Source: an optimization exercise on an open RTL-to-GDS flow (aim: small area and a short achievable clock period). Production flows keep margins and buffers that such runs may drop. Function was checked by simulation only, so behaviour that the tests miss may differ from the original.

### flow/run.sh
#!/bin/bash
# synth_recipe.tcl (not shown) runs the flow's synth.tcl, then flattens the netlist and writes it again
# the make line also repeats each setting of config.mk as NAME=value (left out here)
make -C /OpenROAD-flow-scripts/flow DESIGN_CONFIG=/design/flow/config.mk WORK_HOME=/design/flow/orfs CLKGATE_MAP_FILE= SYNTH_SCRIPT=/design/flow/synth_recipe.tcl finish
### flow/config.mk
export PLATFORM = sky130hd
export DESIGN_NAME = muldiv_hilo
export DESIGN_NICKNAME = muldiv_hilo
export VERILOG_FILES = /design/flow/design.v
export SDC_FILE = /design/flow/constraint.sdc
export NUM_CORES = 4
export LEC_CHECK = 0
export CAP_MARGIN = 40
export CORE_MARGIN = 2
export CORE_UTILIZATION = 40
export SLEW_MARGIN = 40
### flow/constraint.sdc
create_clock -name core_clock -period 110.0 [get_ports {clk}]
set_input_delay 22.0000 -clock core_clock [delete_from_list [all_inputs] [get_ports {clk}]]
set_output_delay 22.0000 -clock core_clock [all_outputs]
set_load 0.01 [all_outputs]
### flow/design.v
module muldiv_hilo #(
  parameter int MULT_CYCLES = 5,
  parameter int DIV_CYCLES  = 10
) (
  input  logic        clk,
  input  logic        reset,
  input  logic        start,
  input  logic [1:0]  op,
  input  logic        we,
  input  logic        hilo_wsel,
  input  logic        rd_sel,
  input  logic [31:0] A,
  input  logic [31:0] B,
  output logic        busy,
  output logic [31:0] result
);
  localparam int MAX_CYCLES = (MULT_CYCLES > DIV_CYCLES) ? MULT_CYCLES : DIV_CYCLES;
  localparam int CNT_W      = $clog2(MAX_CYCLES + 1);
  logic [CNT_W-1:0] cnt_q, cnt_d;
  logic [31:0]      hi_q, hi_d;
  logic [31:0]      lo_q, lo_d;
  logic [31:0]      a_q, a_d;
  logic [31:0]      b_q, b_d;
  logic [1:0]       op_q, op_d;
  logic        is_signed;
  logic [63:0] prod;
  logic        a_neg, b_neg;
  logic [31:0] a_mag, b_mag;
  logic [31:0] q_mag, r_mag;
  logic [31:0] quot, rem;
  logic        finish;
  assign busy   = (cnt_q != '0);
  assign finish = (cnt_q == CNT_W'(1));
  assign result = rd_sel ? lo_q : hi_q;
  assign is_signed = op_q[0];
  assign prod = {{32{is_signed & a_q[31]}}, a_q} * {{32{is_signed & b_q[31]}}, b_q};
  assign a_neg = is_signed & a_q[31];
  assign b_neg = is_signed & b_q[31];
  assign a_mag = a_neg ? (32'd0 - a_q) : a_q;
  assign b_mag = b_neg ? (32'd0 - b_q) : b_q;
  assign q_mag = (b_mag == 32'd0) ? 32'd0 : (a_mag / b_mag);
  assign r_mag = (b_mag == 32'd0) ? 32'd0 : (a_mag % b_mag);
  assign quot  = (a_neg ^ b_neg) ? (32'd0 - q_mag) : q_mag;
  assign rem   = a_neg ? (32'd0 - r_mag) : r_mag;
  always_comb begin
    cnt_d = cnt_q;
    hi_d  = hi_q;
    lo_d  = lo_q;
    a_d   = a_q;
    b_d   = b_q;
    op_d  = op_q;
    if (busy) begin
      cnt_d = cnt_q - CNT_W'(1);
      if (finish) begin
        if (!op_q[1]) begin
          hi_d = prod[63:32];
          lo_d = prod[31:0];
        end else if (b_q == 32'd0) begin
          hi_d = a_q;
          lo_d = 32'hFFFF_FFFF;
        end else begin
          hi_d = rem;
          lo_d = quot;
        end
      end
    end else if (start) begin
      a_d   = A;
      b_d   = B;
      op_d  = op;
      cnt_d = op[1] ? CNT_W'(DIV_CYCLES) : CNT_W'(MULT_CYCLES);
    end else if (we) begin
      if (hilo_wsel) hi_d = A;
      else           lo_d = A;
    end
  end
  always_ff @(posedge clk or posedge reset) begin
    if (reset) begin
      cnt_q <= '0;
      hi_q  <= '0;
      lo_q  <= '0;
      a_q   <= '0;
      b_q   <= '0;
      op_q  <= '0;
    end else begin
      cnt_q <= cnt_d;
      hi_q  <= hi_d;
      lo_q  <= lo_d;
      a_q   <= a_d;
      b_q   <= b_d;
      op_q  <= op_d;
    end
  end
endmodule
==> flow_metrics.py <==
metrics = {
    "outcome": {
        "status": "finished clean",
    },
    "timing": {
        "min_period_ps": 98570,
        "clock_skew_ps": 15.8,
        "hold_viol_final": 0,
        "final_max_slew_viol_count": 0,
        "setup_viol": 0,
        "hold_slack_ps": 477,
        "rsz0062_at_grt": "no",
        "fin_crit_sh": 0.896,
        "worst_pin_slew_ps": 967,
        "max_clock_freq_mhz": 10.1,
        "maxSlewHeadroom": 0.348,
        "finalSetupTns_ps": 0,
    },
    "place": {
        "port_buffers": 104,
        "placed_cells": 12700,
        "place_hpwl_um": 295000,
        "place.gp.congestion": 1.09,
    },
    "synthesis": {
        "synth_top_area_frac": 0.283,
        "synth_cell_types": 99,
        "ys_async_sr_fraction": 1.00,
        "seq_area_frac_synth": 0.0421,
        "netlist_area_um2": 79600,
        "syn_avg_cell_area_um2": 7.81,
        "synth_edf_count": 0,
        "yosysWarnings": 1,
        "syn-num-nets": 12100,
        "synthFlopType": "dfrtp_1",
        "synth_area_leader_cell": "fa_1",
        "ys_ff_latch": 134,
        "netlist_top_cells_area": "fa_1 28%, ha_1 12%, nand2_1 6.8%",
        "synth.most_common_cell": "nand2_1",
        "ys_top_cells_by_count": "1,435 x nand2_1, 1,291 x inv_1, 1,126 x fa_1, 751 x ha_1, 681 x nor2_1",
        "synthCells": 10200,
    },
    "routing": {
        "dr.pass1.iters": 9,
        "drt-total-wl_um": 371000,
        "drt_iter0_markers": 9234,
        "vias": 79000,
        "routedWlPerCell_um": 29.2,
        "vias_per_cell": 6.21,
        "drtAntennaViolNets": 0,
        "route.detailed.drc": 0,
    },
    "critical_path": {
        "worst_setup_path_end_kind": "register",
        "startpoint_type": "register",
        "cp.arrival_ps": 98960,
        "cp.required_ps": 110390,
        "critPathKind": "register to register",
        "critical_path.slowest_cell": "nor4_1",
        "worstPathMaxFanout": 43,
        "critPathMaxStageDelay_ps": 950,
        "critPathMostFrequentCell": "ha_1",
    },
    "worst_hold_path": {
        "hp-class": "register to register",
    },
    "clocking": {
        "ctsRootBufferMaster": "clkbuf_16",
        "hold_buffers": 0,
        "cts_max_path_buffers": 2,
        "cts_buffers": 17,
        "ctsResizeCount": 0,
        "clkTransAtPathRegs_ps": 70,
        "cts_sinks": 134,
        "htreeDepth": 4,
        "cts_tree": "built",
        "post_cts_buffers": 0,
        "clk_latency_ps": 480,
    },
    "layout": {
        "seq_area_um2": 3390,
        "instances_no_fill": 12700,
        "area_delta_synth_final_pct": 7.00,
        "multi_input_area_um2": 70100,
        "nets": 12000,
        "drive_above_1_share": 0.0648,
        "num-fill-cells": 20200,
    },
    "die": {
        "rows": 163,
        "core_um2": 197000,
        "dieWidth_um": 450,
        "pin_count": 105,
        "dieArea_um2": 203000,
        "start_util": 0.403,
        "fp.dieH_um": 450,
    },
    "global_route": {
        "grt_start_max_net_pins": 68,
        "overflow": 0,
        "grt_pass1_wl_um": 540000,
        "antenna_found_initial": 31,
        "grt_pass1_vias": 78300,
        "grt_use_total": 0.361,
    },
    "run": {
        "maxCapViolCount": 0,
    },
}
cell type report:
class / count / share of cell area
flip-flops and latches: 134 / 0.0398
multi-input cells: 8264 / 0.824
inverters: 1294 / 0.0571
repair buffers: 344 / 0.0334
clock buffers: 19 / 0.00508
clock inverters: 13 / 0.00172
well taps: 2640 / 0.0388
diodes: 11 / 0.000323
logic make-up after synthesis:
kind of cell    Yosys count  synth area share
simple gates           3388             0.199
compound gates         2280             0.188
fa+ha+maj              1877             0.401
mux                     176            0.0244
buf+inv                1797            0.0852
flops                   134            0.0421
xor+xnor                543            0.0601
metrics by stage:
step	util	setup WS (ps)	cell area (um2)
2_1_floorplan	-	29030	79600
3_3_place_gp	0.426	12540	84200
3_5_place_dp	0.428	15660	84500
4_1_cts	0.431	15310	85100
5_1_grt	0.431	8010	85100
6_report	0.431	11430	85100
cell usage in the layout (no fill, tap or decap), drive strengths merged, types with 79 or more instances in the layout:
master,n
mux2,136
clkdlybuf4s50,103
inv,1297
a21oi,621
nand2,1435
o21a,150
dfrtp,134
buf,241
nand2b,96
nand4,79
o211ai,109
nand3,169
nor2,681
nor3,193
xnor2,337
o21ai,430
a31oi,118
and2,287
a211oi,90
a21o,185
xor2,206
ha,751
fa,1126
routing by layer:
metal  vias to the layer above  track usage  wire length (um)
met5                         -            0               175
met4                        26        0.234             29600
met3                      1000       0.0766             38300
met2                      4478        0.528            154000
met1                     39400        0.480            149000
li1                      34100            -                 -
state kept, by name, indices dropped and copies added (netlist names):
signal and cells:
cnt_q 4, a_q 32, op_q 2, hi_q 32
b_q 32, lo_q 32
final timing paths:
| check | cells after the start | slack, ps | start | to |
|---|---|---|---|---|
| min in group asynchronous | 2 | 21910 | reset | cnt_q[3]$_DFFE_PP0P_ |
| max in group asynchronous | 3 | 86960 | reset | a_q[22]$_DFFE_PP0P_ |
| worst max register to register | 317 | 11430 | b_q[1]$_DFFE_PP0P_ | lo_q[28]$_DFFE_PP0P_ |
| worst min register to register | 2 | 480 | hi_q[22]$_DFFE_PP0P_ | hi_q[22]$_DFFE_PP0P_ |
| worst min-delay path | 2 | 480 | hi_q[22]$_DFFE_PP0P_ | hi_q[22]$_DFFE_PP0P_ |
| worst max-delay path | 317 | 11430 | b_q[1]$_DFFE_PP0P_ | lo_q[28]$_DFFE_PP0P_ |
critical path: cells and delay by family, from the launching register on:
kind                     cells  cell delay, ps
flip-flops                   1             360
adder cells (fa/ha/maj)     33           11540
XOR/XNOR                     1             160
AO/OA/AOI/OAI              159           48460
buffers and inverters       28            6680
multiplexers                 1             310
AND/OR/NAND/NOR             95           30550

-- re-timing with driven ports --
The flow's constraints put no driver on any port. The routed layout listed below was extracted and timed again, unchanged, in two steps.
Step 1: set_driving_cell puts a clkbuf_16 on clk and a buf_2 on each other input, an assumption about the parent block.
Step 2 times the ports against the registers' clock, not the clock port: input delays grow and output delays shrink by t, the midpoint of the rising clock arrivals with the driver on.
Slacks: ideal ports / drivers / drivers and shift; pairs: ideal ports / drivers.
shift t [ns]: 0.545
setup slack, ns: 11.434 / 11.434 / 11.434
clock arrival spread, ns: 0.016 / 0.016
worst slew at a driven data input, ns: 0.22
After both steps this run still meets setup and hold. The setup slack of this run moves by 0.000 ns with the drivers and by 0.000 ns with both steps.
